What follows belongs to an exercise in optimizing a design on an open flow for small area and few clock cycles per item; a production flow would make more cautious choices. Only simulation tests tie the RTL to the original design; equivalence was not proved. No activity file was given, so power comes from the tool's default toggle rates.

<file path="flow/design.v">
`default_nettype none
`timescale 1ns/100ps
module fm_window_feeder (
    input  wire logic                         clk,
    input  wire logic                         wr_en,        
    input  wire logic [3-1:0]    wr_row,
    input  wire logic [3-1:0]    wr_col,
    input  wire logic [64-1:0]      wr_data,      
    input  wire logic [15:0]                  rd_sel,       
    output logic [64-1:0]           px_tl,        
    output logic [64-1:0]           px_tr,        
    output logic [64-1:0]           px_bl,        
    output logic [64-1:0]           px_br         
);
    logic [15:0][64-1:0] bank_tl;
    logic [15:0][64-1:0] bank_tr;
    logic [15:0][64-1:0] bank_bl;
    logic [15:0][64-1:0] bank_br;
    logic [3:0] wr_idx;
    assign wr_idx = {wr_row[2:1], wr_col[2:1]};
    logic [15:0] wr_sel;                     
    logic [15:0] we_tl;
    logic [15:0] we_tr;
    logic [15:0] we_bl;
    logic [15:0] we_br;
    always_comb begin
        wr_sel = '0;
        wr_sel[wr_idx] = 1'b1;
    end
    assign we_tl = wr_sel & {16{wr_en && !wr_row[0] && !wr_col[0]}};
    assign we_tr = wr_sel & {16{wr_en && !wr_row[0] &&  wr_col[0]}};
    assign we_bl = wr_sel & {16{wr_en &&  wr_row[0] && !wr_col[0]}};
    assign we_br = wr_sel & {16{wr_en &&  wr_row[0] &&  wr_col[0]}};
    logic [15:0][64-1:0] next_tl;
    logic [15:0][64-1:0] next_tr;
    logic [15:0][64-1:0] next_bl;
    logic [15:0][64-1:0] next_br;
    for (genvar i = 0; i < 16; i++) begin : g_word
        fm_word_next u_tl (.q(bank_tl[i]), .d(wr_data), .we(we_tl[i]), .keep(!we_tl[i]), .q_next(next_tl[i]));
        fm_word_next u_tr (.q(bank_tr[i]), .d(wr_data), .we(we_tr[i]), .keep(!we_tr[i]), .q_next(next_tr[i]));
        fm_word_next u_bl (.q(bank_bl[i]), .d(wr_data), .we(we_bl[i]), .keep(!we_bl[i]), .q_next(next_bl[i]));
        fm_word_next u_br (.q(bank_br[i]), .d(wr_data), .we(we_br[i]), .keep(!we_br[i]), .q_next(next_br[i]));
    end
    always_ff @(posedge clk) begin
        bank_tl <= next_tl;
        bank_tr <= next_tr;
        bank_bl <= next_bl;
        bank_br <= next_br;
    end
    fm_read_word u_rd_tl (.sel(rd_sel), .words(bank_tl), .y(px_tl));
    fm_read_word u_rd_tr (.sel(rd_sel), .words(bank_tr), .y(px_tr));
    fm_read_word u_rd_bl (.sel(rd_sel), .words(bank_bl), .y(px_bl));
    fm_read_word u_rd_br (.sel(rd_sel), .words(bank_br), .y(px_br));
endmodule
module fm_word_next (
    input  wire logic [64-1:0] q,
    input  wire logic [64-1:0] d,
    input  wire logic                    we,
    input  wire logic                    keep,
    output logic [64-1:0]      q_next
);
    assign q_next = (q & {64{keep}}) | (d & {64{we}});
endmodule
module fm_read_word (
    input  wire logic [15:0]                   sel,
    input  wire logic [15:0][64-1:0] words,
    output logic [64-1:0]            y
);
    logic [5:0][64-1:0] grp_n;     
    for (genvar g = 0; g < 5; g++) begin : g_grp
        fm_read_leg3 u_leg (.a0(words[3*g]), .a1(words[3*g+1]), .a2(words[3*g+2]),
                            .s(sel[3*g +: 3]), .y_n(grp_n[g]));
    end
    assign grp_n[5] = ~(words[15] & {64{sel[15]}});
    assign y = ~(grp_n[0] & grp_n[1] & grp_n[2] & grp_n[3] & grp_n[4] & grp_n[5]);
endmodule
module fm_read_leg3 (
    input  wire logic [64-1:0] a0,
    input  wire logic [64-1:0] a1,
    input  wire logic [64-1:0] a2,
    input  wire logic [2:0]              s,
    output logic [64-1:0]      y_n
);
    assign y_n = ~((a0 & {64{s[0]}}) | (a1 & {64{s[1]}}) |
                   (a2 & {64{s[2]}}));
endmodule
`default_nettype wire
`default_nettype none
`timescale 1ns/100ps
module pool_lane (
    input  wire logic                        relu_en,
    input  wire logic [16-1:0]      win_tl,      
    input  wire logic [16-1:0]      win_tr,      
    input  wire logic [16-1:0]      win_bl,      
    input  wire logic [16-1:0]      win_br,      
    output logic [16-1:0]           res_value
);
    logic [16-1:0] top;
    logic [16-1:0] bot;
    logic [16-1:0] win_max;
    function automatic logic [16-1:0] fp16_max(input logic [16-1:0] a,
                                                        input logic [16-1:0] b);
        logic [16-2:0] a_mag;      
        logic [16-2:0] b_mag;
        logic a_sign;
        logic b_sign;
        logic b_wins;
        a_mag  = a[16-2:0];
        b_mag  = b[16-2:0];
        a_sign = a[16-1];
        b_sign = b[16-1];
        if (a_mag == '0 && b_mag == '0)
            b_wins = 1'b0;                  
        else if (a_sign != b_sign)
            b_wins = a_sign;                
        else if (a_sign)
            b_wins = b_mag < a_mag;         
        else
            b_wins = b_mag > a_mag;
        fp16_max = b_wins ? b : a;
    endfunction
    assign top     = fp16_max(win_tl, win_tr);
    assign bot     = fp16_max(win_bl, win_br);
    assign win_max = fp16_max(top, bot);
    assign res_value = (relu_en && win_max[16-1]) ? '0 : win_max;
endmodule
`default_nettype wire
`default_nettype none
`timescale 1ns/100ps
module result_drain (
    input  wire logic                          clk,
    input  wire logic                          rst,
    input  wire logic                          start_req,
    input  wire logic [5-1:0]         start_cfg,    
    input  wire logic                          out_ack,
    output logic                               start_ack,
    output logic                               layer_ready,
    output logic                               out_req,
    output logic                               relu_en,      
    output logic [2-1:0]         row_cnt,      
    output logic [2-1:0]         col_cnt,      
    output logic [15:0]                        pos_sel       
);
    logic [2-1:0] last_idx;    
    logic cfg_relu_en;
    logic start_take;
    logic pop;
    logic last_col;
    logic last_pos;
    logic [2-1:0] row_nxt;
    logic [2-1:0] col_nxt;
    assign start_take = layer_ready && start_req && !start_ack;
    assign pop        = out_req && out_ack;
    assign last_col   = col_cnt == last_idx;
    assign last_pos   = last_col && (row_cnt == last_idx);
    assign relu_en    = layer_ready ? start_cfg[0] : cfg_relu_en;
    always_comb begin
        row_nxt = row_cnt;
        col_nxt = col_cnt;
        if (!start_take && pop) begin
            if (last_pos) begin
                row_nxt = '0;
                col_nxt = '0;
            end else if (last_col) begin
                row_nxt = row_cnt + 1'b1;
                col_nxt = '0;
            end else begin
                col_nxt = col_cnt + 1'b1;
            end
        end
    end
    always_ff @(posedge clk) begin
        if (rst) begin
            row_cnt <= '0;
            col_cnt <= '0;
            pos_sel <= 16'b1;
        end else begin
            row_cnt <= row_nxt;
            col_cnt <= col_nxt;
            pos_sel <= 16'b1 << {row_nxt, col_nxt};
        end
    end
    always_ff @(posedge clk) begin
        if (rst) begin
            start_ack   <= 1'b0;
            layer_ready <= 1'b1;
            out_req     <= 1'b0;
            cfg_relu_en <= 1'b0;
            last_idx    <= '0;
        end else begin
            if (start_take) begin
                start_ack   <= 1'b1;
                layer_ready <= 1'b0;
                out_req     <= !out_ack;           
                cfg_relu_en <= start_cfg[0];
                last_idx    <= start_cfg[5-1:2] - 1'b1;
            end else begin
                if (start_ack && !start_req)
                    start_ack <= 1'b0;             
                if (pop) begin
                    out_req <= 1'b0;
                    if (last_pos)
                        layer_ready <= 1'b1;       
                end else if (!layer_ready && !out_req && !out_ack) begin
                    out_req <= 1'b1;               
                end
            end
        end
    end
endmodule
`default_nettype wire
`default_nettype none
`timescale 1ns/100ps
module cnn_pool_layer (
    input  wire logic                       clk,
    input  wire logic                       rst,
    input  wire logic                       fm_wr_en,
    input  wire logic [3-1:0]  fm_wr_row,
    input  wire logic [3-1:0]  fm_wr_col,
    input  wire logic [64-1:0]    fm_wr_data,   
    input  wire logic                       start_req,
    input  wire logic [5-1:0]      start_cfg,    
    output logic                            start_ack,
    output logic                            layer_ready,
    output logic                            out_req,
    input  wire logic                       out_ack,
    output logic [68-1:0]        out_data      
);
    logic [64-1:0] px_tl;
    logic [64-1:0] px_tr;
    logic [64-1:0] px_bl;
    logic [64-1:0] px_br;
    logic [64-1:0] values;
    logic [64-1:0] out_values;
    logic [2-1:0] row_cnt;
    logic [2-1:0] col_cnt;
    logic [15:0] pos_sel;
    logic relu_en;
    result_drain u_ctrl (
        .clk         (clk),
        .rst         (rst),
        .start_req   (start_req),
        .start_cfg   (start_cfg),
        .out_ack     (out_ack),
        .start_ack   (start_ack),
        .layer_ready (layer_ready),
        .out_req     (out_req),
        .relu_en     (relu_en),
        .row_cnt     (row_cnt),
        .col_cnt     (col_cnt),
        .pos_sel     (pos_sel)
    );
    fm_window_feeder u_map (
        .clk     (clk),
        .wr_en   (fm_wr_en && layer_ready),
        .wr_row  (fm_wr_row),
        .wr_col  (fm_wr_col),
        .wr_data (fm_wr_data),
        .rd_sel  (pos_sel),
        .px_tl   (px_tl),
        .px_tr   (px_tr),
        .px_bl   (px_bl),
        .px_br   (px_br)
    );
    for (genvar l = 0; l < 4; l++) begin : g_lane
        pool_lane u_lane (
            .relu_en   (relu_en),
            .win_tl    (px_tl[l*16 +: 16]),
            .win_tr    (px_tr[l*16 +: 16]),
            .win_bl    (px_bl[l*16 +: 16]),
            .win_br    (px_br[l*16 +: 16]),
            .res_value (values[l*16 +: 16])
        );
    end
    always_ff @(posedge clk)
        out_values <= values;
    assign out_data = {row_cnt, col_cnt, out_values};
endmodule
`default_nettype wire
</file>
<file path="flow/run.sh">
#!/bin/bash
# synth_recipe.tcl (not shown) runs the flow's synth.tcl, then flattens the netlist and writes it again
# the make line also repeats each setting of config.mk as NAME=value (left out here)
make -C /OpenROAD-flow-scripts/flow DESIGN_CONFIG=/design/flow/config.mk WORK_HOME=/design/flow/orfs CLKGATE_MAP_FILE= SYNTH_SCRIPT=/design/flow/synth_recipe.tcl finish
</file>
<file path="flow/config.mk">
export PLATFORM = sky130hd
export DESIGN_NAME = cnn_pool_layer
export DESIGN_NICKNAME = cnn_pool_layer
export VERILOG_FILES = /design/flow/design.v
export SDC_FILE = /design/flow/constraint.sdc
export NUM_CORES = 4
export LEC_CHECK = 0
export CAP_MARGIN = 10
export CORE_MARGIN = 2
export CORE_UTILIZATION = 55
export CTS_CLUSTER_DIAMETER = 80
export CTS_CLUSTER_SIZE = 26
export SLEW_MARGIN = 10
export SYNTH_HIERARCHICAL = 1
export SYNTH_MEMORY_MAX_BITS = 8192
</file>
<file path="flow/constraint.sdc">
create_clock -name core_clock -period 8.0 [get_ports {clk}]
set_input_delay 1.6000 -clock core_clock [delete_from_list [all_inputs] [get_ports {clk}]]
set_output_delay 1.6000 -clock core_clock [all_outputs]
set_load 0.01 [all_outputs]
</file>
==> results of run 1 <==
routing by layer:
layer | up-vias | global-route usage | wire, um
met5 | - | 0.00160 | 54
met2 | 9220 | 0.598 | 269000
li1 | 52300 | - | -
met1 | 64700 | 0.528 | 249000
met4 | 8 | 0.203 | 35400
met3 | 1549 | 0.0935 | 73600
through the flow:
| stage | setup WS (ns) | std cells |
|---|---|---|
| 5_1_grt | 0.589 | 16500 |
| 2_1_floorplan | 2.62 | 13200 |
| 3_5_place_dp | 1.05 | 16200 |
| 4_1_cts | 1.00 | 16500 |
| 6_report | 0.835 | 16500 |
| 3_3_place_gp | 1.09 | 16200 |
cells in the final DEF (no fill, tap or decap), types with 11 or more instances in the layout:
cell type,instances
a22o_1,3842
a211oi_1,14
buf_2,64
ha_1,168
dfxtp_4,16
o21bai_1,53
o21ai_4,24
o21ai_0,131
inv_6,12
mux2_2,13
xor2_1,11
nor2_1,65
dfxtp_1,4170
buf_12,67
and3_1,270
clkbuf_16,197
diode_2,15
buf_4,362
o21a_1,14
nor2_4,44
a21oi_4,24
nand4b_1,12
nand2_4,40
nor3_1,18
clkdlybuf4s50_1,84
nand4_1,292
a222oi_1,1280
nand3_1,32
mux2i_1,127
clkbuf_1,12
a21oi_1,61
a22o_2,256
nor4_1,45
nand2_1,357
mux2_4,12
inv_1,134
Yosys stat by module (local to each module, per instance):
module            cells  area [um^2]  copies in the design  flops+latches
pool_lane           288         2160                     4              0
fm_window_feeder   4328        83200                     1           4096
result_drain        120         1120                     1             26
fm_read_word        199         1120                     4              0
fm_word_next         78          723                    64              0
cnn_pool_layer       65         1290                     1             64
fm_read_leg3         85          833                    20              0
area by class of cell:
cell class,count,area share
timing repair buffer,577,0.0318
clock buffer,219,0.0311
clock inverter,51,0.00424
inverter,134,0.00306
sequential,4186,0.511
multi-input combinational,7421,0.389
antenna,15,0.000229
tap,3919,0.0299
power groups by stage:
stage	Clock [W]	Combinational [W]	Sequential, W
after detailed placement	0	0.00516	0.0254
final	0.0119	0.00527	0.0250
after floorplan	0	0.00402	0.0250
after global placement	0	0.00499	0.0252
after global routing	0.0127	0.00558	0.0253
after CTS	0.0120	0.00517	0.0250
critical path: stages, from the launching register on:
cell,delay (ns)
dfxtp_4,1.02
buf_4,0.71
a222oi_1,0.28
and3_1,0.32
nand4_1,0.23
inv_1,0.09
ha_1,0.30
nand2_1,0.08
nor3_2,0.25
o31ai_2,0.13
o211ai_2,0.12
mux2i_4,0.74
o21ai_0,0.29
ha_1,0.35
nor2b_1,0.13
o21a_1,0.16
o21ai_0,0.17
nand2b_1,0.09
maj3_2,0.29
a221oi_1,0.30
o211a_2,0.27
mux2_4,0.43
mux2i_1,0.24
flip-flops by register name, summed over array words and instances, names as in the netlist:
signal              flops
u_ctrl.layer_ready      1
u_ctrl.col_cnt          2
u_ctrl.start_ack        1
u_ctrl.last_idx         2
u_map.bank_bl        1024
u_map.bank_tr        1024
u_ctrl.out_req          1
u_ctrl.cfg_relu_en      1
u_ctrl.pos_sel         16
u_map.bank_tl        1024
u_map.bank_br        1024
out_values             64
u_ctrl.row_cnt          2
final timing paths:
| kind | startpoint | endpoint | slack [ns] | depth (start not counted) |
|---|---|---|---|---|
| hold / removal | u_ctrl.cfg_relu_en$_SDFFE_PP0P_ | u_ctrl.cfg_relu_en$_SDFFE_PP0P_ | 0.46 | 2 |
| hold reg to reg | u_ctrl.cfg_relu_en$_SDFFE_PP0P_ | u_ctrl.cfg_relu_en$_SDFFE_PP0P_ | 0.46 | 2 |
| setup / recovery | u_ctrl.pos_sel[6]$_SDFF_PP0_ | out_values[17]$_DFF_P_ | 0.84 | 22 |
| setup reg to reg | u_ctrl.pos_sel[6]$_SDFF_PP0_ | out_values[17]$_DFF_P_ | 0.84 | 22 |
cells by family after synthesis:
kind of cell	share of synthesized area
compound gates	0.320
xor+xnor	0.00114
fa+ha+maj	0.0133
buf+inv	0.0936
flops	0.518
mux	0.0107
simple gates	0.0427
==> impl_metrics.json, run 1 <==
{
  "status": "timing/DRC/antenna clean",
  "hold_path.class": "reg2reg",
  "final_nets": 12800,
  "cp.required_ns": 8.85,
  "p_seq_frac": 0.593,
  "tightestPinTransition_ns": 1.38,
  "synth_edf_count": 0,
  "synth_area_mm2": 0.162,
  "pwr-share-clk": 0.282,
  "maxCapViolations": 0,
  "finalCritPeriodShare": 0.896,
  "final_cell_area_mm2": 0.164,
  "yosysTopAreaCellShare": 0.518,
  "period_minus_slack_ns": 7.16,
  "grt_max_degree": 76,
  "finalHoldViolations": 0,
  "ys.flop_type": "dfxtp_1",
  "synth_seq_cells": 4186,
  "drv_slew": 0,
  "hpwl_um": 364000,
  "wl_per_cell_um": 38.0,
  "ctsHoldBuffers": 0,
  "gr-total-overflow": 0,
  "p_leak_nw": 61.2,
  "vias": 128000,
  "rsz0062_at_grt": "no",
  "clkSinkCount": 4186,
  "areaGrowthSynthToFinish_pct": 1.59,
  "multi_input_area_mm2": 0.0639,
  "p_per_area_mw_per_mm2": 257,
  "synth.most_common_cell": "dfxtp_1",
  "netlist_instances": 13200,
  "comb_power_share": 0.125,
  "grt_pass1_vias": 123000,
  "routabilityCongestion": 0.905,
  "syn_area_per_cell_um2": 12.3,
  "clk_pin_slew_ns": 0.10,
  "ys_seq_area_frac": 0.518,
  "path_class": "reg2reg",
  "grt_usage": 0.396,
  "worstSetupStartpointType": "flip-flop",
  "drive_gt1_frac": 0.101,
  "initial_utilization": 0.551,
  "drt_first_pass_iters": 16,
  "synth-async-reset-ratio": 0,
  "fill_cells": 24500,
  "rows": 199,
  "end_kind": "flip-flop",
  "wl_um": 627000,
  "yosys_warnings": 10,
  "ir_drop_uv": 254,
  "cp.arrival_ns": 8.01,
  "fp.dieW_um": 546,
  "switching_share": 0.254,
  "cts-buffers-inserted": 194,
  "antenna_found_initial": 23,
  "vias_per_cell": 7.74,
  "core_region_area_mm2": 0.293,
  "grt_pass1_wl_um": 883000,
  "synthTopCellsByCount": "4186 x dfxtp_1, 3842 x a22o_1, 1280 x a222oi_1",
  "p_int_w": 0.0315,
  "slew_headroom": 0.0806,
  "skew_ns": 0.0571,
  "die_h_um": 546,
  "seq_area_mm2": 0.0839,
  "synth_top_area_cell": "dfxtp_1",
  "ios": 151,
  "cts_resized": 0,
  "port_buffers": 148,
  "critical_path_peak_fanout": 43,
  "cts_tree": "done",
  "clock.fmax_ghz": 0.140,
  "power_w": 0.0422,
  "worst_hold_slack_ns": 0.461,
  "ant_nets": 0,
  "worstSkewPairLatency_ns": 0.97,
  "tns_ns": 0,
  "dieArea_mm2": 0.298,
  "drc": 0,
  "cts-root-buf": "clkbuf_16",
  "p_switching_w": 0.0107,
  "cts_setup_buffers": 0,
  "drt_iter0_drc": 24400,
  "synth.distinct_cells": 78,
  "final-setup-viol-count": 0,
  "ys_top_cells_by_area": "dfxtp_1 52%, a22o_1 21%, buf_6 8.4%",
  "fin_util": 0.560,
  "dpl_cell_area_mm2": 0.158,
  "syn-num-nets": 13400,
  "cts-htree-levels": 4,
  "cts_max_path_buffers": 4
}
Testbench counts, summed over its fixed seeds: cycles 6,895, results 1,136.
==> run 2, diff against run 1 <==
==> flow/flow/run.sh (new file) <==
#!/bin/bash
set -o pipefail
cp standard.sh standard_sh.txt 2>/dev/null
export CTS_ARGS="-sink_clustering_enable -repair_clock_nets -sink_clustering_size 26 -sink_clustering_max_diameter 80 -dont_use_dummy_load"
bash standard.sh > standard.log 2>&1
==> flow/standard.sh (new file) <==
#!/bin/bash
# synth_recipe.tcl (not shown) runs the flow's synth.tcl, then flattens the netlist and writes it again
# the make line also repeats each setting of config.mk as NAME=value (left out here)
make -C /OpenROAD-flow-scripts/flow DESIGN_CONFIG=/design/flow/config.mk WORK_HOME=/design/flow/orfs CLKGATE_MAP_FILE= SYNTH_SCRIPT=/design/flow/synth_recipe.tcl "${@:-finish}"
--- a/flow/config.mk
+++ b/flow/config.mk
@@ -5,11 +5,11 @@
 export SDC_FILE = /design/flow/constraint.sdc
 export NUM_CORES = 4
 export LEC_CHECK = 0
-export CAP_MARGIN = 10
+export CAP_MARGIN = 20
 export CORE_MARGIN = 2
 export CORE_UTILIZATION = 55
 export CTS_CLUSTER_DIAMETER = 80
 export CTS_CLUSTER_SIZE = 26
-export SLEW_MARGIN = 10
+export SLEW_MARGIN = 20
 export SYNTH_HIERARCHICAL = 1
 export SYNTH_MEMORY_MAX_BITS = 8192
removed: flow/run.sh
==> run 2 against run 1 <==
Effect of this change: non-clock buffer count up 4; critical path depth did not move; register-to-register slack worse by 0.04 ns; setup slack got worse by 0.041 ns; hold slack hardly changed; flip-flop and latch count did not move; sequential power about the same; clock-buffer cell count down 22; utilization down 0.26 points; die area is the same.
==> impl_metrics.json, run 2 <==
{
  "status": "timing/DRC/antenna clean",
  "grt_pass1_vias": 123000,
  "ctsHoldBuffers": 0,
  "clk_pin_slew_ns": 0.09,
  "cts_resized": 0,
  "path_cells": "buf_4 > a222oi_1 > and3_1 > nand4_1 > inv_1 > ha_1 > a211oi_1 > nor2_1 > o31ai_2 > o211ai_2 > mux2i_4 > o21ai_0 > ha_1 > nor2b_1 > o21a_1 > o21ai_0 > nand2b_1 > maj3_2 > a221oi_1 > o211a_2 > mux2_4 > mux2i_1",
  "synth_seq_cells": 4186,
  "vias": 128000,
  "synth-async-reset-ratio": 0,
  "final_common_cell": "dfxtp_1",
  "drc": 0,
  "drt_first_pass_iters": 13,
  "worst_slack_ns": 0.794,
  "ir_drop_uv": 233,
  "synth_top_area_cell": "dfxtp_1",
  "path_class": "reg2reg",
  "drt_iter0_drc": 23600,
  "critPathLaunch": "u_ctrl.pos_sel[6]$_SDFF_PP0_",
  "final_nets": 12800,
  "grt_pass1_wl_um": 885000,
  "cts_tree": "done",
  "clkSinkCount": 4186,
  "whs_path_depth": 2,
  "synth_area_mm2": 0.162,
  "cts-htree-levels": 4,
  "worstSkewPairLatency_ns": 0.94,
  "cp.required_ns": 8.80,
  "grt_usage": 0.397,
  "crit_buf_inv": 2,
  "final-setup-viol-count": 0,
  "p_leak_nw": 60.8,
  "routabilityCongestion": 0.905,
  "final_cells": 16500,
  "ys_top_cells_by_area": "dfxtp_1 52%, a22o_1 21%, buf_6 8.4%",
  "cts-root-buf": "clkbuf_16",
  "syn-num-nets": 13400,
  "wl_per_cell_um": 38.2,
  "mostFrequentLayoutCells": "4170 x dfxtp_1, 3842 x a22o_1, 1280 x a222oi_1",
  "cts_max_path_buffers": 4,
  "rows": 199,
  "wl_um": 629000,
  "pre_cts_ws_ns": 1.03,
  "finalHoldViolations": 0,
  "rsz0062_at_grt": "no",
  "grt_max_degree": 76,
  "synth.most_common_cell": "dfxtp_1",
  "finalCritPeriodShare": 0.901,
  "port_buffers": 148,
  "clock.fmax_ghz": 0.139,
  "areaGrowthSynthToFinish_pct": 1.11,
  "syn_area_per_cell_um2": 12.3,
  "synth_edf_count": 0,
  "dp.cells": 16200,
  "cp_slowest_cell": "dfxtp_4",
  "period_minus_slack_ns": 7.21,
  "cp.depth": 22,
  "antenna_found_initial": 21,
  "endpoint": "out_values[24]$_DFF_P_",
  "r2r-start": "u_ctrl.pos_sel[6]$_SDFF_PP0_",
  "cts_setup_buffers": 0,
  "yosys_warnings": 10,
  "skew_ns": 0.0881,
  "hpwl_um": 365000,
  "critical_path_peak_fanout": 43,
  "maxCapViolations": 0,
  "core_region_area_mm2": 0.293,
  "ys_seq_area_frac": 0.518,
  "rr_worst_depth": 22,
  "tns_ns": 0,
  "cp.arrival_ns": 8.00,
  "rr_endpoint": "out_values[24]$_DFF_P_",
  "end_kind": "flip-flop",
  "drive_gt1_frac": 0.0974,
  "worstSetupStartpointType": "flip-flop",
  "ios": 151,
  "ant_nets": 0,
  "netlist_instances": 13200,
  "gr-total-overflow": 0,
  "yosysTopAreaCellShare": 0.518,
  "slew_headroom": 0.145,
  "power_w": 0.0414,
  "drv_slew": 0,
  "crit_family": "compound AO/OA/AOI/OAI gates",
  "tightestPinTransition_ns": 1.28,
  "crit_path_max_incr_delay_ns": 1.06,
  "vias_per_cell": 7.76,
  "initial_utilization": 0.551,
  "ys.flop_type": "dfxtp_1",
  "dieArea_mm2": 0.298,
  "p_per_area_mw_per_mm2": 253,
  "multi_input_area_mm2": 0.0639,
  "seq_area_mm2": 0.0839,
  "synth.distinct_cells": 78,
  "fill_cells": 24700,
  "synthTopCellsByCount": "4186 x dfxtp_1, 3842 x a22o_1, 1280 x a222oi_1",
  "hold_path.class": "reg2reg",
  "die_h_um": 546,
  "fp.dieW_um": 546,
  "cts-buffers-inserted": 197,
  "reg2reg_slack_ns": 0.79
}
-- run 2: changes by cell type in the layout (fill, tap and decap cells not counted), moves of 5 or more --
cell        delta
clkbuf_1      -12
inv_6         -12
clkbuf_8      -10
clkinv_2      -10
bufinv_16      -9
clkinv_8       -6
clkinvlp_4     -5
-- run 2: modules after synthesis, one instance, submodules excluded, a selection --
module            area, um^2  times used  cells inside
pool_lane               2160           4           288
fm_window_feeder       83200           1          4328
fm_read_word            1120           4           199
result_drain            1120           1           120
cnn_pool_layer          1290           1            65
fm_read_leg3             833          20            85
-- run 2: worst min path at each step --
stage | end | slack [ns] | startpoint
4_1_cts | u_ctrl.cfg_relu_en$_SDFFE_PP0P_ | 0.46 | u_ctrl.cfg_relu_en$_SDFFE_PP0P_
2_1_floorplan | u_ctrl.cfg_relu_en$_SDFFE_PP0P_ | 0.43 | u_ctrl.cfg_relu_en$_SDFFE_PP0P_
6_report | u_ctrl.cfg_relu_en$_SDFFE_PP0P_ | 0.46 | u_ctrl.cfg_relu_en$_SDFFE_PP0P_
3_5_place_dp | u_ctrl.cfg_relu_en$_SDFFE_PP0P_ | 0.45 | u_ctrl.cfg_relu_en$_SDFFE_PP0P_
5_1_grt | u_map.bank_bl[915]$_DFF_P_ | 0.50 | u_map.bank_bl[915]$_DFF_P_
3_3_place_gp | u_ctrl.cfg_relu_en$_SDFFE_PP0P_ | 0.45 | u_ctrl.cfg_relu_en$_SDFFE_PP0P_
-- run 2: kinds of logic (layout without fill, tap and decap cells) --
family,Yosys count,after routing,synth area share
xor+xnor,21,21,0.00114
flops,4186,4186,0.518
compound gates,5799,5799,0.320
mux,160,160,0.0107
other cells,0,14,0
simple gates,1269,1269,0.0427
fa+ha+maj,172,172,0.0133
buf+inv,1546,912,0.0936
-- run 2: final cells by class --
type	count	area share
Multi-Input combinational cell	7421	0.391
Timing Repair Buffer	581	0.0326
Sequential cell	4186	0.513
Inverter	134	0.00308
Clock buffer	197	0.0302
Tap cell	3919	0.0300
Antenna cell	14	0.000214
-- run 2: metrics by stage --
step / hold WS, ns / area, um^2 / util
floorplan: 0.434 / 162000 / -
global placement: 0.448 / 158000 / 0.540
detailed placement: 0.447 / 159000 / 0.540
CTS: 0.461 / 163000 / 0.557
global route: 0.495 / 163000 / 0.557
finish: 0.461 / 164000 / 0.557
-- run 2: power breakdown --
part | leakage, nW | switching, W | internal, W
logic | 24.1 | 0.00229 | 0.00299
clock network | 2.43 | 0.00667 | 0.00441
registers | 34.3 | 0.00150 | 0.0235
total | 60.8 | 0.0105 | 0.0309
-- run 2: worst min-delay path: stages (launching register included) --
cell	delay (ns)
dfxtp_1	0.32
nand2_1	0.05
a21oi_1	0.05
-- run 2: per-layer routing --
layer  up-vias  part of all wire  global-route usage
li1      52300                 -                   -
met1     64900              0.40               0.528
met2      8994              0.43               0.592
met3      1535              0.12               0.103
met4         4             0.056               0.208
met5         -           0.00010             0.00128
==> run 3, diff against run 2 <==
--- a/flow/design.v
+++ b/flow/design.v
@@ -98,31 +98,30 @@
     logic [16-1:0] top;
     logic [16-1:0] bot;
     logic [16-1:0] win_max;
-    function automatic logic [16-1:0] fp16_max(input logic [16-1:0] a,
-                                                        input logic [16-1:0] b);
-        logic [16-2:0] a_mag;      
-        logic [16-2:0] b_mag;
-        logic a_sign;
-        logic b_sign;
-        logic b_wins;
-        a_mag  = a[16-2:0];
-        b_mag  = b[16-2:0];
-        a_sign = a[16-1];
-        b_sign = b[16-1];
-        if (a_mag == '0 && b_mag == '0)
-            b_wins = 1'b0;                  
-        else if (a_sign != b_sign)
-            b_wins = a_sign;                
-        else if (a_sign)
-            b_wins = b_mag < a_mag;         
-        else
-            b_wins = b_mag > a_mag;
-        fp16_max = b_wins ? b : a;
-    endfunction
-    assign top     = fp16_max(win_tl, win_tr);
-    assign bot     = fp16_max(win_bl, win_br);
-    assign win_max = fp16_max(top, bot);
+    logic tr_wins;
+    logic br_wins;
+    logic bot_wins;
+    fp16_beats u_top (.a(win_tl), .b(win_tr), .b_wins(tr_wins));
+    fp16_beats u_bot (.a(win_bl), .b(win_br), .b_wins(br_wins));
+    assign top = tr_wins ? win_tr : win_tl;
+    assign bot = br_wins ? win_br : win_bl;
+    fp16_beats u_fin (.a(top), .b(bot), .b_wins(bot_wins));
+    assign win_max = bot_wins ? bot : top;
     assign res_value = (relu_en && win_max[16-1]) ? '0 : win_max;
+endmodule
+module fp16_beats (
+    input  wire logic [16-1:0] a,
+    input  wire logic [16-1:0] b,
+    output logic                        b_wins
+);
+    logic mag_gt;                            
+    logic mag_eq;
+    logic a_zero;
+    assign mag_gt = b[16-2:0] > a[16-2:0];
+    assign mag_eq = b[16-2:0] == a[16-2:0];
+    assign a_zero = a[16-2:0] == '0;
+    assign b_wins = a[16-1] ? (b[16-1] ? (!mag_gt && !mag_eq) : !(mag_eq && a_zero))
+                                     : (!b[16-1] && mag_gt);
 endmodule
 `default_nettype wire
 `default_nettype none
==> run 3 against run 2 <==
Effect of this change: register-to-register slack better by 0.43 ns; maximum frequency up 6.4%; die area down 0.32%; utilization down 0.10 points; clock skew down 0.020 ns; clock-buffer cell count down 1; non-clock buffer count down 71.
==> impl_metrics.json, run 3 <==
{
  "ios": 151,
  "path_class": "reg2reg",
  "drc": 0,
  "areaGrowthSynthToFinish_pct": 0.574,
  "ctsHoldBuffers": 0,
  "grt_max_degree": 100,
  "synth_top_area_cell": "dfxtp_1",
  "ant_nets": 0,
  "ys.flop_type": "dfxtp_1",
  "vias_per_cell": 7.75,
  "synth-async-reset-ratio": 0,
  "drv_slew": 0,
  "drt_iter0_drc": 23700,
  "grt_pass1_vias": 123000,
  "clk_pin_slew_ns": 0.10,
  "multi_input_area_mm2": 0.0632,
  "ys_seq_area_frac": 0.520,
  "cts-htree-levels": 4,
  "fp.dieW_um": 545,
  "final_nets": 12600,
  "dieArea_mm2": 0.297,
  "cts_max_path_buffers": 4,
  "synthTopCellsByCount": "4186 x dfxtp_1, 3842 x a22o_1, 1280 x a222oi_1",
  "rsz0062_at_grt": "no",
  "yosys_warnings": 9,
  "tns_ns": 0,
  "tightestPinTransition_ns": 1.27,
  "finalHoldViolations": 0,
  "wl_per_cell_um": 37.8,
  "ys_top_cells_by_area": "dfxtp_1 52%, a22o_1 21%, buf_6 8.5%",
  "fill_cells": 24400,
  "cts_resized": 0,
  "period_minus_slack_ns": 6.77,
  "status": "timing/DRC/antenna clean",
  "synth_area_mm2": 0.161,
  "cts_setup_buffers": 0,
  "maxCapViolations": 0,
  "power_w": 0.0412,
  "clkSinkCount": 4186,
  "rows": 198,
  "worst_hold_slack_ns": 0.458,
  "finalCritPeriodShare": 0.847,
  "cp.required_ns": 8.79,
  "syn-num-nets": 13300,
  "ir_drop_uv": 216,
  "wl_um": 615000,
  "port_buffers": 148,
  "vias": 126000,
  "cts_tree": "done",
  "final_cell_area_mm2": 0.162,
  "routabilityCongestion": 0.897,
  "seq_area_mm2": 0.0839,
  "synth_seq_cells": 4186,
  "synth.distinct_cells": 63,
  "gr-total-overflow": 0,
  "final_common_cell": "dfxtp_1",
  "synth_edf_count": 0,
  "end_kind": "flip-flop",
  "dp.cells": 16100,
  "die_h_um": 545,
  "skew_ns": 0.0685,
  "slew_headroom": 0.155,
  "p_per_area_mw_per_mm2": 254,
  "hold_path.class": "reg2reg",
  "cts-buffers-inserted": 196,
  "critical_path_peak_fanout": 63,
  "hpwl_um": 331000,
  "grt_pass1_wl_um": 869000,
  "grt_usage": 0.389,
  "cp.arrival_ns": 7.56,
  "clock.fmax_ghz": 0.148,
  "netlist_instances": 13100,
  "mostFrequentLayoutCells": "4170 x dfxtp_1, 3842 x a22o_1, 1280 x a222oi_1",
  "antenna_found_initial": 35,
  "final_cells": 16300,
  "syn_area_per_cell_um2": 12.3,
  "initial_utilization": 0.553,
  "final-setup-viol-count": 0,
  "cts-root-buf": "clkbuf_16",
  "worstSetupStartpointType": "flip-flop",
  "p_leak_nw": 60.1,
  "yosysTopAreaCellShare": 0.520,
  "drive_gt1_frac": 0.101,
  "core_region_area_mm2": 0.291,
  "dpl_cell_area_mm2": 0.157,
  "worstSkewPairLatency_ns": 0.95,
  "synth.most_common_cell": "dfxtp_1",
  "drt_first_pass_iters": 14
}
==> run 3: cell types whose count changed after synthesis, sizes merged, moves of 24 or more <==
cell / change
nand4: +28
o2bb2ai: +56
mux2: +96
o21bai: -52
o21ai: -88
inv: +56
a21oi: +24
mux2i: -124
==> run 3: report_power, final <==
| group | internal, W | switching [W] | total [W] |
|---|---|---|---|
| sequential | 0.0235 | 0.00151 | 0.0251 |
| combinational | 0.00287 | 0.00222 | 0.00509 |
| clock | 0.00439 | 0.00664 | 0.0110 |
| total | 0.0308 | 0.0104 | 0.0412 |
==> run 3: critical path, cell delays in order (launching register included) <==
cell	delay, ns
dfxtp_4	0.94
buf_12	0.45
a222oi_1	0.22
and3_1	0.33
nand4_1	0.24
inv_1	0.07
ha_1	0.30
nand4_2	0.14
nor4_2	0.35
a311o_1	0.18
o211ai_2	0.38
mux2_2	0.53
inv_1	0.09
ha_1	0.34
nand4_2	0.14
nor4_2	0.31
nor2b_1	0.08
nand4_1	0.10
o211ai_2	0.36
a21oi_4	0.51
o2bb2ai_1	0.34
==> run 3: path summary, 6_finish.rpt <==
check                                  startpoint                               to  slack (ns)  cells past startpoint
setup / recovery     u_ctrl.pos_sel[9]$_SDFF_PP0_           out_values[12]$_DFF_P_        1.23                     20
hold / removal    u_ctrl.cfg_relu_en$_SDFFE_PP0P_  u_ctrl.cfg_relu_en$_SDFFE_PP0P_        0.46                      2
setup reg to reg     u_ctrl.pos_sel[9]$_SDFF_PP0_           out_values[12]$_DFF_P_        1.23                     20
hold reg to reg   u_ctrl.cfg_relu_en$_SDFFE_PP0P_  u_ctrl.cfg_relu_en$_SDFFE_PP0P_        0.46                      2
==> run 3: final cells by class <==
cell class	instances	area share
Antenna cell	17	0.000262
Clock buffer	196	0.0303
Inverter	190	0.00440
Multi-Input combinational cell	7277	0.390
Sequential cell	4186	0.517
Tap cell	3900	0.0301
Timing Repair Buffer	510	0.0277
==> run 3: logic make-up after synthesis <==
group,after synthesis,synth area share
AO/OA/AOI/OAI,5691,0.318
flip-flops,4186,0.520
buffers and inverters,1594,0.0953
AND/OR/NAND/NOR,1261,0.0429
adder cells (fa/ha/maj),184,0.0143
multiplexers,132,0.00926
XOR/XNOR,9,0.000489
==> run 3: layer usage <==
metal	GRT usage	up-vias	part of all wire
met5	0	-	0.000042
met4	0.199	4	0.054
met3	0.0859	1665	0.11
met2	0.602	8965	0.44
met1	0.509	63800	0.39
li1	-	51700	-
==> run 3: Yosys stat by module, one instance, submodules excluded <==
| module | times used | flops+latches | cells | area [um^2] |
|---|---|---|---|---|
| fm_read_word | 4 | 0 | 199 | 1120 |
| fp16_beats | 12 | 0 | 63 | 462 |
| cnn_pool_layer | 1 | 64 | 65 | 1290 |
| fm_word_next | 64 | 0 | 78 | 723 |
| fm_read_leg3 | 20 | 0 | 85 | 833 |
| fm_window_feeder | 1 | 4096 | 4328 | 83200 |
| result_drain | 1 | 26 | 120 | 1120 |
| pool_lane | 4 | 0 | 75 | 643 |
==> run 3: per-stage QoR <==
| step | setup slack, ns | utilization |
|---|---|---|
| 6_report | 1.23 | 0.556 |
| 5_1_grt | 1.07 | 0.556 |
| 4_1_cts | 1.45 | 0.556 |
| 3_5_place_dp | 1.49 | 0.539 |
| 3_3_place_gp | 1.60 | 0.539 |
| 2_1_floorplan | 3.27 | - |
Testbench counts of run 3, summed over its fixed seeds: cycles 6,895, results 1,136.
==> run 4, diff against run 3 <==
==> flow/flow/run.sh (replaced) <==
#!/bin/bash
set -o pipefail
export CTS_ARGS="-sink_clustering_enable -repair_clock_nets -sink_clustering_size 26 -sink_clustering_max_diameter 80 -dont_use_dummy_load"
export BUFFER_PORTS_ARGS="-buffer_cell sky130_fd_sc_hd__buf_1"
bash standard.sh > standard.log 2>&1
==> run 4 against run 3 <==
Effect of this change: still clean on timing, DRC and antenna; utilization down 0.19 points; area after synthesis unchanged; via count down 0.54%; die area unchanged; cell count down 0.11%; total power down 0.11%; final area down 0.34%; register-to-register slack worse by 0.08 ns; clock-buffer cell count down 1; maximum frequency down 1.2%; hold slack better by 0.016 ns; clock skew up 0.0090 ns; critical path type unchanged; critical endpoint is now out_values[15]$_DFF_P_.
==> impl_metrics.json, run 4 <==
{
  "min_to": "u_ctrl.cfg_relu_en$_SDFFE_PP0P_",
  "synth_edf_count": 0,
  "rsz0062_at_grt": "no",
  "tightestPinTransition_ns": 1.26,
  "end_kind": "flip-flop",
  "ys.flop_type": "dfxtp_1",
  "final_common_cell": "dfxtp_1",
  "period_minus_slack_ns": 6.85,
  "synth_area_mm2": 0.161,
  "fill_cells": 24700,
  "hold_path.class": "reg2reg",
  "clock.fmax_ghz": 0.146,
  "grt_pass1_vias": 122000,
  "synth_xor_area_frac": 0.000489,
  "grt_usage": 0.381,
  "initial_utilization": 0.553,
  "drv_slew": 0,
  "finalHoldViolations": 0,
  "cp.required_ns": 8.77,
  "whs_path_depth": 2,
  "ios": 151,
  "drt_first_pass_iters": 13,
  "die_h_um": 545,
  "ir_drop_uv": 230,
  "hold_start": "u_ctrl.cfg_relu_en$_SDFFE_PP0P_",
  "cts-root-buf": "clkbuf_16",
  "cts_resized": 0,
  "drive_gt1_frac": 0.100,
  "ys_seq_area_frac": 0.520,
  "p_int_w": 0.0307,
  "tns_ns": 0,
  "pwr-share-clk": 0.268,
  "cts-htree-levels": 4,
  "critical_path_peak_fanout": 38,
  "p_switching_w": 0.0104,
  "rr_worst_depth": 19,
  "slew_headroom": 0.161,
  "synth.most_common_cell": "dfxtp_1",
  "mostFrequentLayoutCells": "4170 x dfxtp_1, 3842 x a22o_1, 1280 x a222oi_1",
  "synthMuxAreaShare": 0.00926,
  "reg2reg_slack_ns": 1.15,
  "core_region_area_mm2": 0.291,
  "path_cells": "buf_4 > a222oi_1 > and3_1 > nand4_1 > inv_1 > ha_1 > a211oi_1 > nor2_1 > nor2_1 > a311o_1 > o211ai_2 > mux2_2 > inv_1 > ha_1 > nand4_2 > nor4_2 > a311o_1 > o211ai_2 > a211oi_1",
  "cts_tree": "done",
  "synth_compound_area_frac": 0.318,
  "synthTopCellsByCount": "4186 x dfxtp_1, 3842 x a22o_1, 1280 x a222oi_1",
  "yosys.area_share.simple": 0.0429,
  "rows": 198,
  "cp.arrival_ns": 7.62,
  "synth-async-reset-ratio": 0,
  "maxCapViolations": 0,
  "clk_pin_slew_ns": 0.10,
  "dieArea_mm2": 0.297,
  "ant_nets": 0,
  "routabilityCongestion": 0.896,
  "yosysTopAreaCellShare": 0.520,
  "synth_top_family_by_area": "compound AO/OA/AOI/OAI gates",
  "syn_area_per_cell_um2": 12.3,
  "p_seq_frac": 0.609,
  "netlist_instances": 13100,
  "comb_power_share": 0.123,
  "wl_um": 602000,
  "switching_share": 0.253,
  "drt_iter0_drc": 23300,
  "drc": 0,
  "worstSkewPairLatency_ns": 0.96,
  "fp.dieW_um": 545,
  "areaGrowthSynthToFinish_pct": 0.231,
  "vias": 125000,
  "multi_input_area_mm2": 0.0632,
  "gr-total-overflow": 0,
  "p_per_area_mw_per_mm2": 255,
  "cts_setup_buffers": 0,
  "syn-num-nets": 13300,
  "port_buffers": 148,
  "crit_path_max_incr_delay_ns": 0.96,
  "wl_per_cell_um": 37.0,
  "r2r-start": "u_ctrl.pos_sel[8]$_SDFF_PP0_",
  "clkSinkCount": 4186,
  "grt_pass1_wl_um": 856000,
  "cts_max_path_buffers": 4,
  "ctsHoldBuffers": 0,
  "worstSetupStartpointType": "flip-flop",
  "path_class": "reg2reg",
  "grt_max_degree": 96,
  "synth_seq_cells": 4186,
  "final_nets": 12600,
  "rr_endpoint": "out_values[15]$_DFF_P_",
  "worst_slack_ns": 1.15,
  "vias_per_cell": 7.71,
  "cts-buffers-inserted": 195,
  "p_leak_nw": 59.8,
  "yosys_warnings": 9,
  "synth_fa_ha_area_frac": 0.0143,
  "seq_area_mm2": 0.0839,
  "status": "timing/DRC/antenna clean",
  "antenna_found_initial": 31,
  "synth.distinct_cells": 63,
  "pre_cts_ws_ns": 1.46,
  "skew_ns": 0.0775,
  "synth_top_area_cell": "dfxtp_1",
  "cp_slowest_cell": "dfxtp_4",
  "ys_top_cells_by_area": "dfxtp_1 52%, a22o_1 21%, buf_6 8.5%",
  "hpwl_um": 326000,
  "finalCritPeriodShare": 0.857,
  "final-setup-viol-count": 0
}
==> run 4: cell types whose count changed in the layout (fill, tap and decap cells not counted), sizes merged <==
cell	delta
buf	+41
clkbuf	+26
clkdlybuf4s50	-84
diode	-1
==> run 4: through the flow <==
stage	instance area (um^2)	total power, W	util	std cells	hold WS, ns
after global placement	156000	0.0300	0.537	16000	0.440
after global routing	162000	0.0424	0.554	16200	0.496
after floorplan	161000	0.0289	-	13100	0.434
final	162000	0.0411	0.555	16300	0.474
after detailed placement	156000	0.0304	0.537	16000	0.468
after CTS	161000	0.0410	0.554	16200	0.479
==> run 4: power by group through the flow <==
stage                     Combinational, W  Clock, W  Sequential, W
after floorplan                    0.00387         0         0.0250
after global placement             0.00475         0         0.0253
after detailed placement           0.00493         0         0.0254
after CTS                          0.00494    0.0111         0.0250
after global routing               0.00535    0.0118         0.0253
final                              0.00504    0.0110         0.0251
==> run 4: logic make-up (layout without fill, tap and decap cells) <==
logic type | after synthesis | after routing
adders and majority gates | 184 | 184
and+or+nand+nor | 1261 | 1261
DFF | 4186 | 4186
AOI/OAI and AO/OA | 5691 | 5691
buffers and inverters | 1594 | 879
other | 0 | 16
muxes | 132 | 132
xor gates and xnor gates | 9 | 9
==> run 4: per-layer routing <==
metal,vias to the layer above,global-route usage,share of wire
met1,63500,0.499,0.40
met3,1496,0.0827,0.11
met5,-,0,0.00028
met2,8694,0.591,0.44
met4,6,0.195,0.052
li1,51600,-,-
==> run 4: layout make-up <==
type / instances / share of cell area
Sequential cell: 4186 / 0.519
Timing Repair Buffer: 494 / 0.0244
Antenna cell: 16 / 0.000248
Clock buffer: 195 / 0.0302
Inverter: 190 / 0.00441
Tap cell: 3900 / 0.0302
Multi-Input combinational cell: 7277 / 0.391
==> run 4: critical path, delay by kind of cell, from the launching register on <==
| family | cells | cell delay (ns) |
|---|---|---|
| AOI/OAI and AO/OA | 7 | 2.30 |
| adders and majority gates | 2 | 0.66 |
| buffers and inverters | 3 | 0.84 |
| DFF | 1 | 0.96 |
| muxes | 1 | 0.57 |
| and+or+nand+nor | 6 | 1.26 |
==> run 4: how the worst max path moves through the flow <==
| stage | start | endpoint | cells past startpoint |
|---|---|---|---|
| 6_report | u_ctrl.pos_sel[8]$_SDFF_PP0_ | out_values[15]$_DFF_P_ | 19 |
| 5_1_grt | u_ctrl.pos_sel[8]$_SDFF_PP0_ | out_values[5]$_DFF_P_ | 21 |
| 4_1_cts | u_ctrl.pos_sel[11]$_SDFF_PP0_ | out_values[5]$_DFF_P_ | 21 |
| 3_5_place_dp | u_ctrl.pos_sel[11]$_SDFF_PP0_ | out_values[5]$_DFF_P_ | 21 |
| 3_3_place_gp | u_ctrl.pos_sel[9]$_SDFF_PP0_ | out_values[19]$_DFF_P_ | 20 |
| 2_1_floorplan | u_ctrl.pos_sel[6]$_SDFF_PP0_ | out_values[10]$_DFF_P_ | 22 |
==> run 4: per-module statistics from Yosys, one instance, submodules excluded, excerpt <==
module,times used,area (um^2)
cnn_pool_layer,1,1290
fm_read_word,4,1120
fm_window_feeder,1,83200
fm_word_next,64,723
fp16_beats,12,462
result_drain,1,1120
==> run 5, diff against run 4 <==
==> flow/flow/run.sh (replaced) <==
#!/bin/bash
set -o pipefail
export CTS_ARGS="-sink_clustering_enable -repair_clock_nets -sink_clustering_size 26 -sink_clustering_max_diameter 80 -dont_use_dummy_load"
export BUFFER_PORTS_ARGS="-buffer_cell sky130_fd_sc_hd__buf_1"
export RECOVER_POWER=100
bash standard.sh > standard.log 2>&1
==> run 5 against run 4 <==
Effect of this change: the layout now fails its checks (max-capacitance violations, max-slew violations); combinational power about the same; total power about the same; die area unchanged; clock skew down 0.00083 ns; non-clock buffer count unchanged; flip-flop and latch count unchanged; sequential share of layout area up 0.27 points; critical endpoint is now u_map.bank_tr[576]$_DFF_P_.
==> impl_metrics.json, run 5 <==
{
  "status": "complete, but fails checks",
  "check.faults": "max-capacitance violations, max-slew violations",
  "synth_edf_count": 0,
  "wl_per_cell_um": 37.0,
  "endpoint": "u_map.bank_tr[576]$_DFF_P_",
  "multi_input_area_mm2": 0.0628,
  "fp.dieW_um": 545,
  "crit_buf_inv": 5,
  "p_int_w": 0.0307,
  "cts-htree-levels": 4,
  "clk_pin_slew_ns": 0.08,
  "drive_gt1_frac": 0.0889,
  "antenna_found_initial": 33,
  "ios": 151,
  "areaGrowthSynthToFinish_pct": -0.297,
  "drc": 0,
  "finalHoldViolations": 0,
  "vias_per_cell": 7.69,
  "final_nets": 12600,
  "yosys_warnings": 9,
  "cts_tree": "done",
  "grt_usage": 0.381,
  "ys.flop_type": "dfxtp_1",
  "ant_nets": 0,
  "fill_cells": 24800,
  "port_buffers": 148,
  "dpl_cell_area_mm2": 0.156,
  "drv_slew": 4068,
  "r2r-start": "u_ctrl.pos_sel[8]$_SDFF_PP0_",
  "pwr-share-clk": 0.268,
  "clock.fmax_ghz": 0.135,
  "synthTopCellsByCount": "4186 x dfxtp_1, 3842 x a22o_1, 1280 x a222oi_1",
  "p_clk_w": 0.0110,
  "switching_share": 0.252,
  "end_kind": "flip-flop",
  "cp.required_ns": 8.86,
  "critPathLaunch": "fm_wr_col[2]",
  "drt_iter0_drc": 23200,
  "routabilityCongestion": 0.896,
  "cp_slowest_cell": "clkbuf_1",
  "synth-async-reset-ratio": 0,
  "seq_area_mm2": 0.0839,
  "rr_worst_depth": 20,
  "final-setup-viol-count": 0,
  "mostFrequentLayoutCells": "4170 x dfxtp_1, 3842 x a22o_1, 1280 x a222oi_1",
  "power.group.top": "registers",
  "netlist_instances": 13100,
  "slew_headroom": -2.65,
  "synth.most_common_cell": "dfxtp_1",
  "cts_setup_buffers": 0,
  "comb_power_share": 0.122,
  "fin_util": 0.552,
  "reg2reg_slack_ns": 0.75,
  "path_cells": "clkbuf_1 > inv_1 > ha_1 > nor2_1 > o21ai_2 > clkbuf_1 > a21oi_4 > clkbuf_1 > clkbuf_1 > a22o_2",
  "synth_area_mm2": 0.161,
  "syn_area_per_cell_um2": 12.3,
  "p_switching_w": 0.0104,
  "grt_max_degree": 96,
  "tns_ns": 0,
  "pg_seq_w": 0.0251,
  "maxCapViolations": 103,
  "rsz0062_at_grt": "no",
  "skew_ns": 0.0767,
  "dieArea_mm2": 0.297,
  "crit_path_frequent_cell": "clkbuf_1",
  "ctsHoldBuffers": 0,
  "crit_path_max_incr_delay_ns": 2.13,
  "p_per_area_mw_per_mm2": 256,
  "ir_drop_uv": 228,
  "ys_top_cells_by_area": "dfxtp_1 52%, a22o_1 21%, buf_6 8.5%",
  "syn-num-nets": 13300,
  "grt_pass1_vias": 122000,
  "wl_um": 602000,
  "hold_start": "u_ctrl.cfg_relu_en$_SDFFE_PP0P_",
  "critical_path_peak_fanout": 37,
  "core_region_area_mm2": 0.291,
  "vias": 125000,
  "cts_max_path_buffers": 4,
  "worstSetupStartpointType": "input pin",
  "die_h_um": 545,
  "cp.arrival_ns": 8.28,
  "min_to": "u_ctrl.cfg_relu_en$_SDFFE_PP0P_",
  "cts-buffers-inserted": 195,
  "hpwl_um": 326000,
  "synth_seq_cells": 4186,
  "p_leak_nw": 59.2,
  "clkSinkCount": 4186,
  "synth_top_area_cell": "dfxtp_1",
  "initial_utilization": 0.553,
  "whs_path_depth": 2,
  "rows": 198,
  "synth.distinct_cells": 63,
  "worstSkewPairLatency_ns": 0.95,
  "yosysTopAreaCellShare": 0.520,
  "grt_pass1_wl_um": 856000,
  "rr_endpoint": "out_values[5]$_DFF_P_",
  "cts_resized": 0,
  "hold_path.class": "reg2reg",
  "ys_seq_area_frac": 0.520,
  "cts-root-buf": "clkbuf_16",
  "path_class": "in2reg",
  "crit_family": "buffers and inverters",
  "gr-total-overflow": 0,
  "cp.depth": 10,
  "finalCritPeriodShare": 0.927,
  "p_seq_frac": 0.610,
  "final_cell_area_mm2": 0.161,
  "p_comb_w": 0.00501,
  "period_minus_slack_ns": 7.41,
  "tightestPinTransition_ns": 5.47,
  "final_common_cell": "dfxtp_1",
  "drt_first_pass_iters": 13
}
-- run 5: worst max-delay path by stage --
stage	end	from	slack, ns
floorplan	out_values[10]$_DFF_P_	u_ctrl.pos_sel[6]$_SDFF_PP0_	3.27
global placement	out_values[19]$_DFF_P_	u_ctrl.pos_sel[9]$_SDFF_PP0_	1.62
detailed placement	out_values[5]$_DFF_P_	u_ctrl.pos_sel[11]$_SDFF_PP0_	1.46
CTS	out_values[5]$_DFF_P_	u_ctrl.pos_sel[11]$_SDFF_PP0_	1.42
-- run 5: power by group through the flow --
stage / clock (W) / sequential (W) / combinational, W
4_1_cts: 0.0111 / 0.0250 / 0.00494
3_5_place_dp: 0 / 0.0254 / 0.00493
3_3_place_gp: 0 / 0.0253 / 0.00475
2_1_floorplan: 0 / 0.0250 / 0.00387
-- run 5: Yosys stat by module, one instance, submodules excluded --
| module | area, um^2 | flops+latches | cells | copies in the design |
|---|---|---|---|---|
| result_drain | 1120 | 26 | 120 | 1 |
| fm_word_next | 723 | 0 | 78 | 64 |
| cnn_pool_layer | 1290 | 64 | 65 | 1 |
| pool_lane | 643 | 0 | 75 | 4 |
| fm_read_leg3 | 833 | 0 | 85 | 20 |
| fm_read_word | 1120 | 0 | 199 | 4 |
| fm_window_feeder | 83200 | 4096 | 4328 | 1 |
| fp16_beats | 462 | 0 | 63 | 12 |
-- run 5: cell families (layout without fill, tap and decap cells) --
logic type | after synthesis | after routing | synth area share
AO/OA/AOI/OAI | 5691 | 5691 | 0.318
XOR/XNOR | 9 | 9 | 0.000489
adder cells (fa/ha/maj) | 184 | 184 | 0.0143
buffers and inverters | 1594 | 879 | 0.0953
flip-flops | 4186 | 4186 | 0.520
multiplexers | 132 | 132 | 0.00926
other | 0 | 13 | 0
AND/OR/NAND/NOR | 1261 | 1261 | 0.0429
-- run 5: per-layer routing --
layer  global-route usage  part of all wire  vias up
li1                     -                 -    51600
met1                0.499              0.40    63400
met2                0.591              0.44     8530
met3               0.0827              0.11     1492
met4                0.195             0.052        6
met5                    0          0.000060        -
-- run 5: per-stage QoR --
step                      hold WS, ns  cells  power (W)  setup slack, ns
after floorplan                 0.434  13100     0.0289             3.27
after global placement          0.440  16000     0.0300             1.62
after detailed placement        0.468  16000     0.0304             1.46
after CTS                       0.479  16200     0.0410             1.42
after global routing            0.496  16200     0.0424            0.425
final                           0.473  16300     0.0411            0.587
-- run 5: area by class of cell --
type	count	area share
flip-flops and latches	4186	0.522
multi-input cells	7277	0.391
clock buffers	195	0.0304
well taps	3900	0.0304
repair buffers	494	0.0221
inverters	190	0.00444
diodes	13	0.000202
==> run 6, diff against run 5 <==
==> flow/flow/run.sh (replaced) <==
#!/bin/bash
set -o pipefail
export CTS_ARGS="-sink_clustering_enable -repair_clock_nets -sink_clustering_size 26 -sink_clustering_max_diameter 80 -dont_use_dummy_load"
export BUFFER_PORTS_ARGS="-buffer_cell sky130_fd_sc_hd__buf_1"
bash standard.sh > standard.log 2>&1
--- a/flow/config.mk
+++ b/flow/config.mk
@@ -7,7 +7,7 @@
 export LEC_CHECK = 0
 export CAP_MARGIN = 20
 export CORE_MARGIN = 2
-export CORE_UTILIZATION = 55
+export CORE_UTILIZATION = 62
 export CTS_CLUSTER_DIAMETER = 80
 export CTS_CLUSTER_SIZE = 26
 export SLEW_MARGIN = 20
==> run 6 against run 5 <==
Effect of this change: now clean on timing, DRC and antenna; sequential power is essentially flat; critical path type is now reg2reg; wire length grew 1.3%; utilization grew 6.9 points; first-iteration DRC count grew 8.9%; register-to-register slack gained 0.55 ns; non-clock buffer count shrank 7; largest cell class unchanged; flip-flop and latch count is the same; critical endpoint is now out_values[35]$_DFF_P_.
==> impl_metrics.json, run 6 <==
{
  "synthMuxAreaShare": 0.00926,
  "rsz0062_at_grt": "no",
  "cp.arrival_ns": 7.43,
  "synthTopCellsByCount": "4186 x dfxtp_1, 3842 x a22o_1, 1280 x a222oi_1",
  "maxCapViolations": 0,
  "die_h_um": 514,
  "cp_slowest_cell": "dfxtp_4",
  "hold_path.class": "reg2reg",
  "port_buffers": 148,
  "fp.dieW_um": 514,
  "final_nets": 12600,
  "rows": 187,
  "skew_ns": 0.0689,
  "end_kind": "flip-flop",
  "ys.flop_type": "dfxtp_1",
  "status": "timing/DRC/antenna clean",
  "yosys_warnings": 9,
  "cp.required_ns": 8.73,
  "path_cells": "buf_4 > a222oi_1 > and3_1 > nand4_1 > inv_1 > ha_1 > nand4_2 > nor4_2 > nor2b_1 > nand4_1 > o211ai_2 > mux2_2 > ha_1 > nand4_2 > nor4_2 > nor2b_1 > nand4_1 > o211ai_2 > a21oi_4 > o2bb2ai_1",
  "ant_nets": 0,
  "netlist_instances": 13100,
  "clock.fmax_ghz": 0.149,
  "hpwl_um": 323000,
  "synth.most_common_cell": "dfxtp_1",
  "p_int_w": 0.0306,
  "synth_seq_cells": 4186,
  "finalCritPeriodShare": 0.838,
  "path_class": "reg2reg",
  "cts_max_path_buffers": 3,
  "pre_cts_ws_ns": 1.64,
  "cts-root-buf": "clkbuf_16",
  "drt_iter0_drc": 25200,
  "pwr-share-clk": 0.262,
  "worst_hold_slack_ns": 0.471,
  "synth_xor_area_frac": 0.000489,
  "syn-num-nets": 13300,
  "drv_slew": 0,
  "cts_setup_buffers": 0,
  "wl_per_cell_um": 38.8,
  "final-setup-viol-count": 0,
  "grt_usage": 0.438,
  "antenna_found_initial": 22,
  "ctsHoldBuffers": 0,
  "synth_top_area_cell": "dfxtp_1",
  "worstSetupStartpointType": "flip-flop",
  "synth_top_family_by_area": "compound AO/OA/AOI/OAI gates",
  "clkSinkCount": 4186,
  "areaGrowthSynthToFinish_pct": -0.214,
  "synth-async-reset-ratio": 0,
  "drive_gt1_frac": 0.0991,
  "wl_um": 610000,
  "slew_headroom": 0.120,
  "top_layer_used": "met5",
  "vias": 128000,
  "switching_share": 0.251,
  "yosysTopAreaCellShare": 0.520,
  "core_region_area_mm2": 0.259,
  "final_common_cell": "dfxtp_1",
  "period_minus_slack_ns": 6.70,
  "drc": 0,
  "grt_pass1_wl_um": 864000,
  "synth_edf_count": 0,
  "syn_area_per_cell_um2": 12.3,
  "grt_max_degree": 99,
  "routabilityCongestion": 0.917,
  "drt_first_pass_iters": 16,
  "synth_fa_ha_area_frac": 0.0143,
  "cts_tree": "done",
  "wl_met3_um": 77600,
  "finalHoldViolations": 0,
  "tns_ns": 0,
  "ys_seq_area_frac": 0.520,
  "cts-htree-levels": 4,
  "crit_path_frequent_cell": "nand4_1",
  "wl_met1_um": 229000,
  "initial_utilization": 0.622,
  "grt_pass1_vias": 124000,
  "ys_top_cells_by_area": "dfxtp_1 52%, a22o_1 21%, buf_6 8.5%",
  "yosys.area_share.simple": 0.0429,
  "ir_drop_uv": 232,
  "p_per_area_mw_per_mm2": 254,
  "p_switching_w": 0.0103,
  "dieArea_mm2": 0.264,
  "worstSkewPairLatency_ns": 0.89,
  "synth_compound_area_frac": 0.318,
  "critical_path_peak_fanout": 42,
  "dr_wl_met2_um": 264000,
  "ios": 151,
  "fill_cells": 20400,
  "gr-total-overflow": 0,
  "p_seq_frac": 0.614,
  "comb_power_share": 0.124,
  "p_leak_nw": 59.7,
  "synth_area_mm2": 0.161,
  "crit_path_max_incr_delay_ns": 1.06,
  "clk_pin_slew_ns": 0.10,
  "vias_per_cell": 8.10,
  "synth.distinct_cells": 63,
  "cts-buffers-inserted": 187,
  "worst_slack_ns": 1.30,
  "tightestPinTransition_ns": 1.32,
  "mostFrequentLayoutCells": "4170 x dfxtp_1, 3842 x a22o_1, 1280 x a222oi_1",
  "cts_resized": 0
}
run 6: cell count changes in the layout (fill, tap and decap cells not counted), moves of 10 or more:
cell      change
buf_12       +18
buf_2        -20
buf_4        +60
buf_6        +10
clkbuf_1     -85
nand2_1      -18
nand2_4      +16
run 6: area by class of cell:
class / count / area [um^2] / area share
multi-input combinational: 7277 / 63200 / 0.393
tap: 3402 / 4260 / 0.0265
timing repair buffer: 487 / 4060 / 0.0253
inverter: 190 / 713 / 0.00443
clock buffer: 187 / 4680 / 0.0291
sequential: 4186 / 83900 / 0.521
antenna: 13 / 32.5 / 0.000202
run 6: per-stage QoR:
step / std cells / area, um^2 / utilization / power, W
3_3_place_gp: 15500 / 156000 / 0.602 / 0.0300
5_1_grt: 15700 / 161000 / 0.621 / 0.0420
2_1_floorplan: 13100 / 161000 / - / 0.0289
6_report: 15700 / 161000 / 0.621 / 0.0408
4_1_cts: 15700 / 161000 / 0.620 / 0.0406
3_5_place_dp: 15500 / 156000 / 0.602 / 0.0303
run 6: power groups by stage:
stage / combinational [W] / sequential [W] / clock, W
after floorplan: 0.00387 / 0.0250 / 0
after global placement: 0.00473 / 0.0253 / 0
after detailed placement: 0.00492 / 0.0254 / 0
after CTS: 0.00493 / 0.0250 / 0.0107
after global routing: 0.00533 / 0.0253 / 0.0114
final: 0.00505 / 0.0251 / 0.0107
run 6: worst paths after layout:
path | start | end | slack, ns | cells after the start
setup / recovery | u_ctrl.pos_sel[9]$_SDFF_PP0_ | out_values[35]$_DFF_P_ | 1.30 | 20
setup reg to reg | u_ctrl.pos_sel[9]$_SDFF_PP0_ | out_values[35]$_DFF_P_ | 1.30 | 20
hold / removal | u_ctrl.cfg_relu_en$_SDFFE_PP0P_ | u_ctrl.cfg_relu_en$_SDFFE_PP0P_ | 0.47 | 2
hold reg to reg | u_ctrl.cfg_relu_en$_SDFFE_PP0P_ | u_ctrl.cfg_relu_en$_SDFFE_PP0P_ | 0.47 | 2
run 6: per-module statistics from Yosys, one instance, submodules excluded:
module            copies in the design  cell area, um^2  flops+latches
fm_read_leg3                        20              833              0
fm_window_feeder                     1            83200           4096
fm_read_word                         4             1120              0
fm_word_next                        64              723              0
pool_lane                            4              643              0
fp16_beats                          12              462              0
result_drain                         1             1120             26
cnn_pool_layer                       1             1290             64
run 6: cell families after synthesis:
logic type,Yosys count
flops,4186
xor+xnor,9
compound gates,5691
simple gates,1261
buf+inv,1594
fa+ha+maj,184
mux,132
run 6: critical path: cells and delay by family (launching register included):
kind | cells | cell delay (ns)
fa+ha+maj | 2 | 0.68
compound gates | 5 | 1.65
simple gates | 10 | 2.01
buf+inv | 2 | 0.49
flops | 1 | 1.06
mux | 1 | 0.60
run 6: routing by layer:
layer / up-vias / GRT usage
li1: 51600 / -
met1: 63800 / 0.560
met2: 10100 / 0.672
met3: 2005 / 0.108
met4: 8 / 0.256
met5: - / 0.00237

## separate check: timing with driven ports
How much do the figures lean on ideal ports? The routed layouts below were timed once more, with nothing changed but the port constraints. Step 1, drivers: a clkbuf_16 drives clk and a buf_2 each remaining input, both assumed. Step 2, shift: input delay + t, output delay - t, t = (earliest + latest rising clock arrival at the registers) / 2. This alone moves slack from input paths to output paths. Slacks: no drivers / after step 1 / after step 2; pairs: no drivers / after step 1.
run	shift t [ns]	slack for setup (ns)	slew at the worst register clock pin (ns)	pins driven straight from the clock port
run 1	1.046	0.835 / 0.835 / 0.835	0.11 / 0.11	1
run 2	1.012	0.794 / 0.794 / 0.794	0.11 / 0.11	1
run 3	1.020	1.226 / 1.226 / 1.226	0.11 / 0.11	1
run 4	1.022	1.145 / 1.145 / 1.145	0.11 / 0.11	1
run 5	1.020	0.587 / 0.467 / -0.553	0.11 / 0.11	1
run 6	0.961	1.296 / 1.296 / 1.296	0.11 / 0.11	1
For run 5, which loses most, drivers alone change the setup slack by -0.120 ns; drivers and shift together by -1.140 ns.
